From an optimization exercise on the open Yosys and OpenROAD flow, aimed at small area, a short achievable clock period and few clock cycles per item; shortcuts taken in it are not production practice.
Only simulation tests tie the RTL to the original design; equivalence was not proved.

Design complex_mult_pipe, start of the top module:
module complex_mult_pipe #(
  parameter int IN0_W    = 16,
  parameter int IN0_FRAC = 8,
  parameter int IN1_W    = 12,
  parameter int IN1_FRAC = 10,
  parameter int OUT_W    = 16,
  parameter int OUT_FRAC = 8,
  parameter int ROUND    = 1
) (
  input  logic             CLK,
  input  logic             RST_N,
  input  logic             IN_VALID,
  output logic             IN_READY,
  input  logic             CONJ,
  input  logic [IN0_W-1:0] IN0_Real,
  input  logic [IN0_W-1:0] IN0_Img,
  input  logic [IN1_W-1:0] IN1_Real,
  input  logic [IN1_W-1:0] IN1_Img,
  output logic             OUT_VALID,
  input  logic             OUT_READY,
  output logic [OUT_W-1:0] OUT_Real,
  output logic [OUT_W-1:0] OUT_Img,
  output logic             OVF
);
  logic [3:1] vld_q;
  logic stall;
  assign stall     = vld_q[3] & ~OUT_READY;
  assign IN_READY  = ~stall;
  assign OUT_VALID = vld_q[3];
  always_ff @(posedge CLK or negedge RST_N) begin
    if (!RST_N)      vld_q <= '0;
    else if (!stall) vld_q <= {vld_q[2:1], IN_VALID};
  end
  logic [15:0] ar, ai;
  logic [17:0] ar3, ai3;
  logic [3:0] br_s1, br_s2, br_s3, br_s4, br_neg, bi_s1, bi_s2, bi_s3, bi_s4, nr_neg, ni_neg;
  logic [3:0] br_s1_d, br_s2_d, br_s3_d, br_s4_d, br_neg_d;
  logic [12:0] br_x;
  assign br_x = {IN1_Real, 1'b0};
  for (genvar k = 0; k < 4; k++) begin : g_enc_br
    logic c1, c0, cm;
    assign c1 = br_x[3*k+2] ^ br_x[3*k+3];
    assign c0 = br_x[3*k+1] ^ br_x[3*k+3];
    assign cm = br_x[3*k]   ^ br_x[3*k+3];
    assign br_s1_d[k] = ~c1 & (c0 ^ cm);
    assign br_s2_d[k] = (c1 & ~c0 & ~cm) | (~c1 & c0 & cm);
    assign br_s3_d[k] = c1 & (c0 ^ cm);
    assign br_s4_d[k] = c1 & c0 & cm;
    assign br_neg_d[k] = br_x[3*k+3];
  end
  logic [3:0] bi_s1_d, bi_s2_d, bi_s3_d, bi_s4_d, bi_neg_d;
  logic [12:0] bi_x;
  assign bi_x = {IN1_Img, 1'b0};
  for (genvar k = 0; k < 4; k++) begin : g_enc_bi
    logic c1, c0, cm;
    assign c1 = bi_x[3*k+2] ^ bi_x[3*k+3];
  ...
export LEC_CHECK = 0
export CAP_MARGIN = 20
export CORE_MARGIN = 2
export CORE_UTILIZATION = 40
export CTS_BUF_LIST = sky130_fd_sc_hd__clkbuf_4 sky130_fd_sc_hd__clkbuf_8
export PLACE_DENSITY = 0.5
export SETUP_SLACK_MARGIN = 3.0
export SLEW_MARGIN = 20
create_clock -name core_clock -period 6.5 [get_ports {CLK}]
standard.sh (not shown) runs the stock make flow with config.mk's settings and CLKGATE_MAP_FILE= SYNTH_SCRIPT=/design/flow/synth_recipe.tcl, a recipe that flattens the netlist after the stock synthesis.
==> flow/flow/run.sh <==
#!/bin/bash
set -euo pipefail
cp standard.sh standard_sh.log
export BUFFER_PORTS_ARGS="-buffer_cell sky130_fd_sc_hd__buf_2"
bash standard.sh synth > synth.log 2>&1
NET=orfs/results/sky130hd/complex_mult_pipe/base/1_2_yosys.v
cp "$NET" yosys_before_invpush.v.log
python3 flow/invpush.py "$NET" > invpush.log 2>&1
bash standard.sh > standard.log 2>&1
Other scripts of this flow, unchanged in this note and not shown: flow/flow/invpush.py
The starting point went through all stages and came out clean.
Testbench counts at the start, summed over its fixed seeds: cycles 16,024, items 16,000.
Then changed:
CORE_UTILIZATION = 60   (was 40)
CTS_BUF_LIST = not set   (was sky130_fd_sc_hd__clkbuf_4 sky130_fd_sc_hd__clkbuf_8)
PLACE_DENSITY = 0.65   (was 0.5)
Outcome: Sequential share of layout area is higher by 0.41 points; area after synthesis stays the same; core utilization is higher by 23 points; global-route usage climbs by 11 points; flip-flop and latch count stays the same; setup slack is worse by 95 ps; final area went down by about 1.4%.

## static timing again, ports no longer ideal
How much do the figures lean on ideal ports? The routed layouts below were timed once more, with nothing changed but the port constraints.
Step 1 (the two cells are an assumption about what drives the block):
set clk [get_ports {CLK}]
set_driving_cell -lib_cell sky130_fd_sc_hd__clkbuf_16 $clk
set_driving_cell -lib_cell sky130_fd_sc_hd__buf_2 [delete_from_list [all_inputs] $clk]
Step 2, shift: input delay + t, output delay - t, t = (earliest + latest rising clock arrival at the registers) / 2. This alone moves slack from input paths to output paths.
Three values: ideal, step 1, step 2; two values: the first two.
| run | t, ns | setup WS [ns] | hold slack, ns | slew at the worst register clock pin (ns) |
|---|---|---|---|---|
| the first run | 0.712 | 3.002 / 3.002 / 2.466 | 0.461 / 0.426 / 0.467 | 0.07 / 0.07 |
| the second run | 0.644 | 2.908 / 2.908 / 2.535 | 0.475 / 0.475 / 0.475 | 0.08 / 0.08 |
After both steps every run listed still meets setup and hold. For the first run, which loses most, drivers alone change the setup slack by 0.000 ns; drivers and shift together by -0.536 ns.
